From an optimization exercise on the open Yosys and OpenROAD flow, aimed at small area and a short achievable clock period; shortcuts taken in it are not production practice.
Where RTL was checked, it was by simulation tests only, not by an equivalence proof against the original.
Power figures rest on the tool's default switching activity, not on a simulated workload.

## v6
## data_mem_ctrl
module data_mem_ctrl
#(
  parameter int ADDR_W  = 8,
  parameter int LATENCY = 2
) (
  input  logic                   CLK,
  input  logic                   Reset,
  input  logic                   MemReq,
  input  logic                   MemWrite,
  input  logic [ADDR_W-1:0]      Addr,
  input  logic [dmem_pkg::DMEM_DATA_W-1:0] DataIn,
  output logic [dmem_pkg::DMEM_DATA_W-1:0] DataMemOut,
  output logic                   MemBusy,
  output logic                   MemDone
);
For scale: about 2300 flip-flops, about 30 I/O pins, about 58000 sq um of cells after synthesis.
==> module data_mem_ctrl, before the edit <==
module data_mem_ctrl
#(
  parameter int ADDR_W  = 8,
  parameter int LATENCY = 2
) (
  input  logic                   CLK,
  input  logic                   Reset,
  input  logic                   MemReq,
  input  logic                   MemWrite,
  input  logic [ADDR_W-1:0]      Addr,
  input  logic [dmem_pkg::DMEM_DATA_W-1:0] DataIn,
  output logic [dmem_pkg::DMEM_DATA_W-1:0] DataMemOut,
  output logic                   MemBusy,
  output logic                   MemDone
);
  localparam int DW    = dmem_pkg::DMEM_DATA_W;
  localparam int RINGS = 2**ADDR_W / 4;       
  localparam int NTAP  = 2**ADDR_W / 2;       
  if (LATENCY != 2) begin : g_lat_check
    $error("data_mem_ctrl: this implementation supports LATENCY = 2 only");
  end
  logic          busy_q, s0_q, s1_q, done_q;
  logic          busy_out_q;     
  logic          accept;
  logic          write_q;
  logic [ADDR_W-1:0] addr_q;
  logic [DW-1:0] wdata_q;
  logic [DW-1:0] dout_q;
  logic [1:0]    phase_q;
  logic [1:0]    phase_nx;       
  logic          wb_valid_q;
  logic [ADDR_W-1:0] wb_addr_q;
  logic [DW-1:0] wb_data_q;
  logic [NTAP*DW-1:0] taps;      
  assign accept   = ~busy_q & MemReq;
  assign phase_nx = phase_q + 2'd1;
  always_ff @(posedge CLK) begin
    if (Reset) begin
      busy_q     <= 1'b0;
      busy_out_q <= 1'b0;
      s0_q       <= 1'b0;
      s1_q       <= 1'b0;
      done_q     <= 1'b0;
    end else begin
      busy_q     <= accept | s0_q | s1_q;
      busy_out_q <= (MemReq & ~busy_out_q) | s0_q | s1_q;    
      s0_q       <= accept;
      s1_q       <= s0_q;
      done_q     <= s1_q;
    end
  end
  always_ff @(posedge CLK) begin
    if (accept) begin
      write_q <= MemWrite;
      addr_q  <= Addr;
      wdata_q <= DataIn;
    end
  end
  always_ff @(posedge CLK) begin
    phase_q <= phase_nx;
  end
  logic          commit_w;       
  logic          wbv_nx;         
  logic [ADDR_W-1:0] wba_nx;     
  logic          clr_a_nx, clr_b_nx;
  logic [ADDR_W-3:0] clr_ring_nx;
  logic [7:0]    clr_hi_q, clr_lo_q, clr_hi, set_hi_q, set_lo_q;
  logic          clr_a_q;        
  logic          set_q;          
  logic [RINGS-1:0] clr_n, set_n;
  assign commit_w    = s1_q & write_q & ~Reset;
  assign wbv_nx      = commit_w | (wb_valid_q & ~set_q);
  assign wba_nx      = commit_w ? addr_q : wb_addr_q;
  assign clr_a_nx    = s0_q & write_q & ~Reset & (addr_q[1:0] == phase_nx);
  assign clr_b_nx    = wbv_nx & (wba_nx[1:0] == phase_nx);
  assign clr_ring_nx = clr_a_nx ? addr_q[ADDR_W-1:2] : wba_nx[ADDR_W-1:2];
  always_ff @(posedge CLK) begin
    for (int x = 0; x < 8; x++) begin
      clr_hi_q[x] <= (clr_a_nx | clr_b_nx) & (clr_ring_nx[5:3] == 3'(x));
      clr_lo_q[x] <= (clr_ring_nx[2:0] == 3'(x));
    end
    clr_a_q  <= clr_a_nx;
    set_hi_q <= clr_hi;
    set_lo_q <= clr_lo_q;
    set_q    <= |clr_hi;
  end
  assign clr_hi = clr_hi_q & {8{~(clr_a_q & Reset)}};
  always_comb begin
    for (int k = 0; k < RINGS; k++) begin
      clr_n[k] = ~(clr_hi[k/8] & clr_lo_q[k%8]);
      set_n[k] = ~(set_hi_q[k/8] & set_lo_q[k%8]);
    end
  end
  always_ff @(posedge CLK) begin
    if (commit_w) begin
      wb_valid_q <= 1'b1;
      wb_addr_q  <= addr_q;
      wb_data_q  <= wdata_q;
    end else if (set_q) begin
      wb_valid_q <= 1'b0;
    end
  end
  dmem_ram #(.ADDR_W(ADDR_W)) u_ram (
    .clk      (CLK),
    .clr_n_i  (clr_n),
    .set_n_i  (set_n),
    .wdata_n_i(~wb_data_q),
    .taps_o   (taps)
  );
  logic [ADDR_W-1:0] la_nx;      
  logic              lt_nx;      
  logic [NTAP-1:0]   sline_q;    
  logic [NTAP-1:0]   sline;
  logic [DW-1:0]     rd_now;     
  logic [DW-1:0]     part_q;     
  logic              late;       
  logic              fwd;        
  logic              ld1;        
  assign la_nx = busy_q ? addr_q : Addr;
  assign lt_nx = la_nx[1] ^ phase_nx[1];
  always_ff @(posedge CLK) begin
    for (int i = 0; i < NTAP; i++) sline_q[i] <= ({la_nx[ADDR_W-1:2], lt_nx} == (ADDR_W-1)'(i));
  end
  assign sline = sline_q;
  logic [DW-1:0]     rd_lo, rd_hi;  
  for (genvar b = 0; b < DW; b++) begin : g_bit
    logic [NTAP-1:0] d;
    for (genvar i = 0; i < NTAP; i++) begin : g_tap
      assign d[i] = taps[i*DW + b];
    end
    dmem_rd_or64 u_lo (.sel_i(sline[NTAP/2-1:0]),    .d_i(d[NTAP/2-1:0]),    .y_o(rd_lo[b]));
    dmem_rd_or64 u_hi (.sel_i(sline[NTAP-1:NTAP/2]), .d_i(d[NTAP-1:NTAP/2]), .y_o(rd_hi[b]));
  end
  assign rd_now = rd_lo | rd_hi;
  always_ff @(posedge CLK) begin
    part_q <= rd_now;
  end
  assign late = addr_q[0] ^ phase_q[0];
  assign fwd  = wb_valid_q & (wb_addr_q == addr_q);
  assign ld1  = s1_q & ~write_q;
  logic          take_now;       
  logic [DW-1:0] dout_other;     
  assign take_now   = ~Reset & ld1 & ~fwd & ~late;
  assign dout_other = Reset ? '0
                    : ~ld1  ? dout_q
                    : fwd   ? wb_data_q
                    : late  ? part_q
                    :         '0;
  for (genvar b = 0; b < DW; b++) begin : g_dout
    logic d;
    dmem_a221o u_sel (.a1(rd_lo[b]), .a2(take_now), .b1(rd_hi[b]), .b2(take_now), .c1(dout_other[b]), .x(d));
    always_ff @(posedge CLK) dout_q[b] <= d;
  end
  assign DataMemOut = dout_q;
  assign MemBusy    = busy_out_q;
  assign MemDone    = done_q;
endmodule
==> module dmem_a221o, before the edit <==
module dmem_a221o (
  input  logic a1, a2, b1, b2, c1,
  output logic x
);
  assign x = (a1 & a2) | (b1 & b2) | c1;
endmodule
clock: 4.0 ns
lec_check: 0
cap_margin: 50
core_margin: 2
core_utilization: 75
cts_cluster_diameter: 60
cts_cluster_size: 30
place_density: 0.75
setup_slack_margin: 2.0
slew_margin: 70
synth_hierarchical: 1
synth_minimum_keep_size: 0
standard.sh (not shown) runs the stock make flow with config.mk's settings and CLKGATE_MAP_FILE= SYNTH_SCRIPT=/design/flow/synth_recipe.tcl, a recipe that flattens the netlist after the stock synthesis.
==> flow/flow/run.sh <==
#!/bin/bash
# Own flow: the standard synthesis unchanged, then the standard layout steps
# with the delay cells (dlygate*, clkdlybuf*) added to the don't-use list so
# that the resizer does not pick them as port or signal buffers.
set -euo pipefail
PLATFORM_DONT_USE="sky130_fd_sc_hd__probe_p_8 sky130_fd_sc_hd__probec_p_8 sky130_fd_sc_hd__lpflow_bleeder_1 sky130_fd_sc_hd__lpflow_clkbufkapwr_1 sky130_fd_sc_hd__lpflow_clkbufkapwr_16 sky130_fd_sc_hd__lpflow_clkbufkapwr_2 sky130_fd_sc_hd__lpflow_clkbufkapwr_4 sky130_fd_sc_hd__lpflow_clkbufkapwr_8 sky130_fd_sc_hd__lpflow_clkinvkapwr_1 sky130_fd_sc_hd__lpflow_clkinvkapwr_16 sky130_fd_sc_hd__lpflow_clkinvkapwr_2 sky130_fd_sc_hd__lpflow_clkinvkapwr_4 sky130_fd_sc_hd__lpflow_clkinvkapwr_8 sky130_fd_sc_hd__lpflow_decapkapwr_12 sky130_fd_sc_hd__lpflow_decapkapwr_3 sky130_fd_sc_hd__lpflow_decapkapwr_4 sky130_fd_sc_hd__lpflow_decapkapwr_6 sky130_fd_sc_hd__lpflow_decapkapwr_8 sky130_fd_sc_hd__lpflow_inputiso0n_1 sky130_fd_sc_hd__lpflow_inputiso0p_1 sky130_fd_sc_hd__lpflow_inputiso1n_1 sky130_fd_sc_hd__lpflow_inputiso1p_1 sky130_fd_sc_hd__lpflow_inputisolatch_1 sky130_fd_sc_hd__lpflow_isobufsrc_1 sky130_fd_sc_hd__lpflow_isobufsrc_16 sky130_fd_sc_hd__lpflow_isobufsrc_2 sky130_fd_sc_hd__lpflow_isobufsrc_4 sky130_fd_sc_hd__lpflow_isobufsrc_8 sky130_fd_sc_hd__lpflow_isobufsrckapwr_16 sky130_fd_sc_hd__lpflow_lsbuf_lh_hl_isowell_tap_1 sky130_fd_sc_hd__lpflow_lsbuf_lh_hl_isowell_tap_2 sky130_fd_sc_hd__lpflow_lsbuf_lh_hl_isowell_tap_4 sky130_fd_sc_hd__lpflow_lsbuf_lh_isowell_4 sky130_fd_sc_hd__lpflow_lsbuf_lh_isowell_tap_1 sky130_fd_sc_hd__lpflow_lsbuf_lh_isowell_tap_2 sky130_fd_sc_hd__lpflow_lsbuf_lh_isowell_tap_4 "
EXTRA_DONT_USE="sky130_fd_sc_hd__dlygate4sd1_1 sky130_fd_sc_hd__dlygate4sd2_1 sky130_fd_sc_hd__dlygate4sd3_1 sky130_fd_sc_hd__dlymetal6s2s_1 sky130_fd_sc_hd__dlymetal6s4s_1 sky130_fd_sc_hd__dlymetal6s6s_1 sky130_fd_sc_hd__clkdlybuf4s15_1 sky130_fd_sc_hd__clkdlybuf4s15_2 sky130_fd_sc_hd__clkdlybuf4s18_1 sky130_fd_sc_hd__clkdlybuf4s18_2 sky130_fd_sc_hd__clkdlybuf4s25_1 sky130_fd_sc_hd__clkdlybuf4s25_2 sky130_fd_sc_hd__clkdlybuf4s50_1 sky130_fd_sc_hd__clkdlybuf4s50_2"
bash standard.sh synth > synth.log 2>&1
bash standard.sh "DONT_USE_CELLS=$PLATFORM_DONT_USE $EXTRA_DONT_USE" finish > layout.log 2>&1
v6 finished every stage and its layout cleared the timing, design-rule and antenna checks.
Changes in v7 relative to v6:
--- a/flow/design.v
+++ b/flow/design.v
@@ -64,12 +64,13 @@
   localparam int NTAP  = 2**ADDR_W / 2;       
   if (LATENCY != 2) begin : g_lat_check
     $error("data_mem_ctrl: this implementation supports LATENCY = 2 only");
   end
   logic          busy_q, s0_q, s1_q, done_q;
   logic          busy_out_q;     
+  logic          busy_la_q;      
   logic          accept;
   logic          write_q;
   logic [ADDR_W-1:0] addr_q;
   logic [DW-1:0] wdata_q;
   logic [DW-1:0] dout_q;
   logic [1:0]    phase_q;
@@ -81,18 +82,20 @@
   assign accept   = ~busy_q & MemReq;
   assign phase_nx = phase_q + 2'd1;
   always_ff @(posedge CLK) begin
     if (Reset) begin
       busy_q     <= 1'b0;
       busy_out_q <= 1'b0;
+      busy_la_q  <= 1'b0;
       s0_q       <= 1'b0;
       s1_q       <= 1'b0;
       done_q     <= 1'b0;
     end else begin
       busy_q     <= accept | s0_q | s1_q;
       busy_out_q <= (MemReq & ~busy_out_q) | s0_q | s1_q;    
+      busy_la_q  <= (MemReq & ~busy_la_q) | s0_q | s1_q;     
       s0_q       <= accept;
       s1_q       <= s0_q;
       done_q     <= s1_q;
     end
   end
   always_ff @(posedge CLK) begin
@@ -159,13 +162,13 @@
   logic [NTAP-1:0]   sline;
   logic [DW-1:0]     rd_now;     
   logic [DW-1:0]     part_q;     
   logic              late;       
   logic              fwd;        
   logic              ld1;        
-  assign la_nx = busy_q ? addr_q : Addr;
+  assign la_nx = busy_la_q ? addr_q : Addr;
   assign lt_nx = la_nx[1] ^ phase_nx[1];
   always_ff @(posedge CLK) begin
     for (int i = 0; i < NTAP; i++) sline_q[i] <= ({la_nx[ADDR_W-1:2], lt_nx} == (ADDR_W-1)'(i));
   end
   assign sline = sline_q;
   logic [DW-1:0]     rd_lo, rd_hi;  
@@ -179,25 +182,31 @@
   end
   assign rd_now = rd_lo | rd_hi;
   always_ff @(posedge CLK) begin
     part_q <= rd_now;
   end
   assign late = addr_q[0] ^ phase_q[0];
-  assign fwd  = wb_valid_q & (wb_addr_q == addr_q);
+  logic          fwd_q;
+  always_ff @(posedge CLK) begin
+    fwd_q <= wb_valid_q & (wb_addr_q == addr_q);
+  end
+  assign fwd  = fwd_q;
   assign ld1  = s1_q & ~write_q;
   logic          take_now;       
   logic [DW-1:0] dout_other;     
   assign take_now   = ~Reset & ld1 & ~fwd & ~late;
   assign dout_other = Reset ? '0
                     : ~ld1  ? dout_q
                     : fwd   ? wb_data_q
                     : late  ? part_q
                     :         '0;
   for (genvar b = 0; b < DW; b++) begin : g_dout
-    logic d;
-    dmem_a221o u_sel (.a1(rd_lo[b]), .a2(take_now), .b1(rd_hi[b]), .b2(take_now), .c1(dout_other[b]), .x(d));
+    logic lo_n, hi_n, d;
+    dmem_nand2 u_lo  (.a(rd_lo[b]), .b(take_now), .y(lo_n));
+    dmem_nand2 u_hi  (.a(rd_hi[b]), .b(take_now), .y(hi_n));
+    dmem_nand3 u_sel (.a(lo_n), .b(hi_n), .c(~dout_other[b]), .y(d));
     always_ff @(posedge CLK) dout_q[b] <= d;
   end
   assign DataMemOut = dout_q;
   assign MemBusy    = busy_out_q;
   assign MemDone    = done_q;
 endmodule
@@ -225,17 +234,23 @@
 module dmem_nand4 (
   input  logic a, b, c, d,
   output logic y
 );
   assign y = ~(a & b & c & d);
 endmodule
-module dmem_a221o (
-  input  logic a1, a2, b1, b2, c1,
-  output logic x
-);
-  assign x = (a1 & a2) | (b1 & b2) | c1;
+module dmem_nand2 (
+  input  logic a, b,
+  output logic y
+);
+  assign y = ~(a & b);
+endmodule
+module dmem_nand3 (
+  input  logic a, b, c,
+  output logic y
+);
+  assign y = ~(a & b & c);
 endmodule
 module dmem_rd_or8 (
   input  logic [7:0] sel_i,
   input  logic [7:0] d_i,
   output logic       y_o
 );
Results
According to the power report, total power for v7 is lower than for v6. Going from v6 to v7, synthesized area per cell went down 0.40%, routed wire length rose by 1.1%, portion of total power attributed to combinational logic down 0.2 points, final area about even. Clock power (v7 over v6): decrease, about 3%. Diff v6 -> v7: total global-route track usage now larger; initial standard-cell utilization of the core was more or less identical. The higher period utilization of v7 and v6 is in v6. The type of the tightest min-delay check comes out reg2reg in one run and in2reg in the other, namely in v6 and v7 respectively. v7: slack of the critical path higher than v6.

* * *

The RTL this note starts from:
==> flow/design.v <==
package dmem_pkg;
  localparam int DMEM_DATA_W  = 8;
  localparam int DMEM_MAX_LAT = 15;
  typedef enum logic [1:0] {IDLE, BUSY, DONE} dmem_state_t;
endpackage
module dmem_ram
#(
  parameter int ADDR_W = 8
) (
  input  logic                   clk,
  input  logic [2**ADDR_W/4-1:0] clr_n_i,    
  input  logic [2**ADDR_W/4-1:0] set_n_i,    
  input  logic [dmem_pkg::DMEM_DATA_W-1:0] wdata_n_i,   
  output logic [2**ADDR_W/2*dmem_pkg::DMEM_DATA_W-1:0] taps_o
);
  localparam int DW    = dmem_pkg::DMEM_DATA_W;
  localparam int RINGS = 2**ADDR_W / 4;
  for (genvar k = 0; k < RINGS; k++) begin : g_ring
    dmem_ring u_ring (
      .clk      (clk),
      .clr_n_i  (clr_n_i[k]),
      .set_n_i  (set_n_i[k]),
      .wdata_n_i(wdata_n_i),
      .tap0_o   (taps_o[(2*k+0)*DW +: DW]),
      .tap2_o   (taps_o[(2*k+1)*DW +: DW])
    );
  end
endmodule
module dmem_ring (
  input  logic                   clk,
  input  logic                   clr_n_i,
  input  logic                   set_n_i,
  input  logic [dmem_pkg::DMEM_DATA_W-1:0] wdata_n_i,
  output logic [dmem_pkg::DMEM_DATA_W-1:0] tap0_o,
  output logic [dmem_pkg::DMEM_DATA_W-1:0] tap2_o
);
  logic [dmem_pkg::DMEM_DATA_W-1:0] p0_q, p1_q, p2_q, p3_q;
  always_ff @(posedge clk) begin
    p0_q <= p1_q;
    p1_q <= p2_q;
    p2_q <= ~(({dmem_pkg::DMEM_DATA_W{set_n_i}} | wdata_n_i) & p3_q);
    p3_q <= ~(p0_q & {dmem_pkg::DMEM_DATA_W{clr_n_i}});
  end
  assign tap0_o = p0_q;
  assign tap2_o = p2_q;
endmodule
module data_mem_ctrl
#(
  parameter int ADDR_W  = 8,
  parameter int LATENCY = 2
) (
  input  logic                   CLK,
  input  logic                   Reset,
  input  logic                   MemReq,
  input  logic                   MemWrite,
  input  logic [ADDR_W-1:0]      Addr,
  input  logic [dmem_pkg::DMEM_DATA_W-1:0] DataIn,
  output logic [dmem_pkg::DMEM_DATA_W-1:0] DataMemOut,
  output logic                   MemBusy,
  output logic                   MemDone
);
  localparam int DW     = dmem_pkg::DMEM_DATA_W;
  localparam int RINGS  = 2**ADDR_W / 4;      
  localparam int NTAP   = 2**ADDR_W / 2;      
  localparam int GB     = 2;                  
  localparam int GROUPS = 2**GB;              
  localparam int GSIZE  = NTAP / GROUPS;      
  localparam int LB     = ADDR_W - 1 - GB;    
  localparam int NA     = 2;                  
  localparam int NB     = LB - NA;            
  if (LATENCY != 2) begin : g_lat_check
    $error("data_mem_ctrl: this implementation supports LATENCY = 2 only");
  end
  logic          busy_q, s0_q, s1_q, done_q;
  logic          busy_out_q;     
  logic          accept;
  logic          write_q;
  logic [ADDR_W-1:0] addr_q;
  logic [DW-1:0] wdata_q;
  logic [DW-1:0] dout_q;
  logic [1:0]    phase_q;
  logic          wb_valid_q;
  logic [ADDR_W-1:0] wb_addr_q;
  logic [DW-1:0] wb_data_q;
  logic [NTAP*DW-1:0] taps;
  logic [2**NA-1:0] pa_now, pa_q, pa;
  logic [2**NB-1:0] pb_now, pb_q, pb;
  logic [3:0]    tnow_q;         
  logic          t_now, t_next;  
  logic [GSIZE-1:0] sline;       
  logic          early_q;        
  logic          part_en;
  logic [DW*GROUPS-1:0] part;    
  logic [DW*GROUPS-1:0] part_q;
  logic          fwd_q;
  logic [DW-1:0] rdata;
  logic [ADDR_W-1:0] saddr;
  assign accept = ~busy_q & MemReq;
  always_ff @(posedge CLK) begin
    if (Reset) begin
      busy_q <= 1'b0;
      busy_out_q <= 1'b0;
      s0_q   <= 1'b0;
      s1_q   <= 1'b0;
      done_q <= 1'b0;
      dout_q <= '0;
    end else begin
      busy_q <= accept | s0_q | s1_q;
      busy_out_q <= (MemReq & ~busy_out_q) | s0_q | s1_q;    
      s0_q   <= accept;
      s1_q   <= s0_q;
      done_q <= s1_q;
      if (s1_q && !write_q) dout_q <= rdata;
    end
  end
  always_ff @(posedge CLK) begin
    if (accept) begin
      write_q <= MemWrite;
      addr_q  <= Addr;
      wdata_q <= DataIn;
    end
  end
  always_ff @(posedge CLK) begin
    phase_q <= phase_q + 2'd1;
  end
  logic          clr_now, set_now;
  logic [ADDR_W-3:0] clr_ring;
  logic [RINGS-1:0] clr_n, set_n;
  assign set_now  = wb_valid_q & (phase_q == wb_addr_q[1:0] + 2'd1);
  assign clr_now  = s1_q ? (write_q & ~Reset & (addr_q[1:0] == phase_q))
                         : (wb_valid_q & (wb_addr_q[1:0] == phase_q));
  assign clr_ring = s1_q ? addr_q[ADDR_W-1:2] : wb_addr_q[ADDR_W-1:2];
  always_comb begin
    for (int k = 0; k < RINGS; k++) begin
      clr_n[k] = ~(clr_now & (clr_ring == (ADDR_W-2)'(k)));
      set_n[k] = ~(set_now & (wb_addr_q[ADDR_W-1:2] == (ADDR_W-2)'(k)));
    end
  end
  always_ff @(posedge CLK) begin
    if (s1_q && write_q && !Reset) begin
      wb_valid_q <= 1'b1;
      wb_addr_q  <= addr_q;
      wb_data_q  <= wdata_q;
    end else if (set_now) begin
      wb_valid_q <= 1'b0;
    end
  end
  dmem_ram #(.ADDR_W(ADDR_W)) u_ram (
    .clk      (CLK),
    .clr_n_i  (clr_n),
    .set_n_i  (set_n),
    .wdata_n_i(~wb_data_q),
    .taps_o   (taps)
  );
  always_ff @(posedge CLK) begin
    for (int a = 0; a < 4; a++) begin
      logic [1:0] p;
      p = 2'(a) - (phase_q + 2'd1);
      tnow_q[a] <= p[1];
    end
  end
  assign t_now  = tnow_q[Addr[1:0]];
  assign t_next = tnow_q[Addr[1:0] - 2'd1];    
  always_comb begin
    for (int i = 0; i < 2**NA; i++) pa_now[i] = (Addr[ADDR_W-1-GB -: NA] == NA'(i));
    for (int i = 0; i < 2**NB; i++) pb_now[i] = ({Addr[2 +: NB-1], t_now} == NB'(i));
  end
  always_ff @(posedge CLK) begin
    pa_q <= pa_now;
    for (int i = 0; i < 2**NB; i++) pb_q[i] <= ({Addr[2 +: NB-1], t_next} == NB'(i));
    if (~busy_q) early_q <= ~(Addr[0] ^ phase_q[0]);
  end
  assign pa    = busy_q ? pa_q : pa_now;
  assign pb    = busy_q ? pb_q : pb_now;
  assign saddr = busy_q ? addr_q : Addr;
  always_comb begin
    for (int i = 0; i < GSIZE; i++) sline[i] = pa[i / 2**NB] & pb[i % 2**NB];
  end
  for (genvar b = 0; b < DW; b++) begin : g_bit
    for (genvar g = 0; g < GROUPS; g++) begin : g_grp
      logic [GSIZE-1:0] d;
      for (genvar i = 0; i < GSIZE; i++) begin : g_tap
        assign d[i] = taps[(g*GSIZE + i)*DW + b];
      end
      dmem_rd_or #(.N(GSIZE)) u_or (.sel_i(sline), .d_i(d), .y_o(part[b*GROUPS+g]));
    end
  end
  assign part_en = ~busy_q | (s0_q & ~early_q);
  always_ff @(posedge CLK) begin
    if (part_en) begin
      part_q <= part;
      fwd_q  <= wb_valid_q && (wb_addr_q == saddr);
    end
  end
  always_comb begin
    for (int b = 0; b < DW; b++) begin
      rdata[b] = part_q[b*GROUPS + addr_q[ADDR_W-1 -: GB]];
    end
    if (fwd_q) rdata = wb_data_q;
  end
  assign DataMemOut = dout_q;
  assign MemBusy    = busy_out_q;
  assign MemDone    = done_q;
endmodule
module dmem_rd_or
#(
  parameter int N = 32
) (
  input  logic [N-1:0] sel_i,
  input  logic [N-1:0] d_i,
  output logic         y_o
);
  assign y_o = |(sel_i & d_i);
endmodule
Settings: LEC_CHECK=0, CAP_MARGIN=20, CORE_MARGIN=2, CORE_UTILIZATION=65, CTS_CLUSTER_DIAMETER=60, CTS_CLUSTER_SIZE=30, SETUP_SLACK_MARGIN=1.6, SLEW_MARGIN=20, SYNTH_HIERARCHICAL=1, SYNTH_MINIMUM_KEEP_SIZE=0; clock period 4.0 ns.
run.sh (not shown) runs the stock make flow with config.mk's settings and CLKGATE_MAP_FILE= SYNTH_SCRIPT=/design/flow/synth_recipe.tcl, a recipe that flattens the netlist after the stock synthesis.
Stock flow here: none of the scripts above is used.
Change:
--- a/flow/design.v
+++ b/flow/design.v
@@ -63,5 +63,5 @@
   localparam int RINGS  = 2**ADDR_W / 4;      
   localparam int NTAP   = 2**ADDR_W / 2;      
-  localparam int GB     = 2;                  
+  localparam int GB     = 3;                  
   localparam int GROUPS = 2**GB;              
   localparam int GSIZE  = NTAP / GROUPS;      
Register-to-register slack is better by 170 ps; via count decreases slightly; clock power increases by a few percent; hold slack is better by 4.4 ps; design area increases by a few percent; power increases by a few percent; setup slack is better by 190 ps; global-route usage decreases by 0.91 points; final cell count decreases slightly.
Function was not checked in any run of this note: the RTL went through the layout flow alone.

## separate check: timing with driven ports
The flow's constraints put no driver on any port. The routed layouts listed below were extracted and timed again, unchanged, in two steps.
Step 1 sets driving cells, clkbuf_16 on the clock port and buf_2 on the other inputs (assumed; they add their load-dependent delay and slew).
Step 2 also shifts input and output timing later by t, the mid clock arrival at the registers, as if the neighbouring blocks saw the same clock.
Slacks: no drivers / after step 1 / after step 2; pairs: no drivers / after step 1.
run | t, ns | setup slack, ns | cell pins on the clock port's net
v6 | 0.762 | 1.921 / 1.906 / 1.478 | 1
v7 | 0.754 | 1.971 / 1.913 / 1.276 | 1
the first run of note 2 | 0.788 | 1.104 / 1.100 / 0.311 | 1
the second run of note 2 | 0.804 | 1.295 / 1.295 / 0.579 | 1
After both steps setup and hold are still met in every run listed. The setup slack of the first run of note 2, which loses most, moves by -0.004 ns with the drivers and by -0.793 ns with both steps.
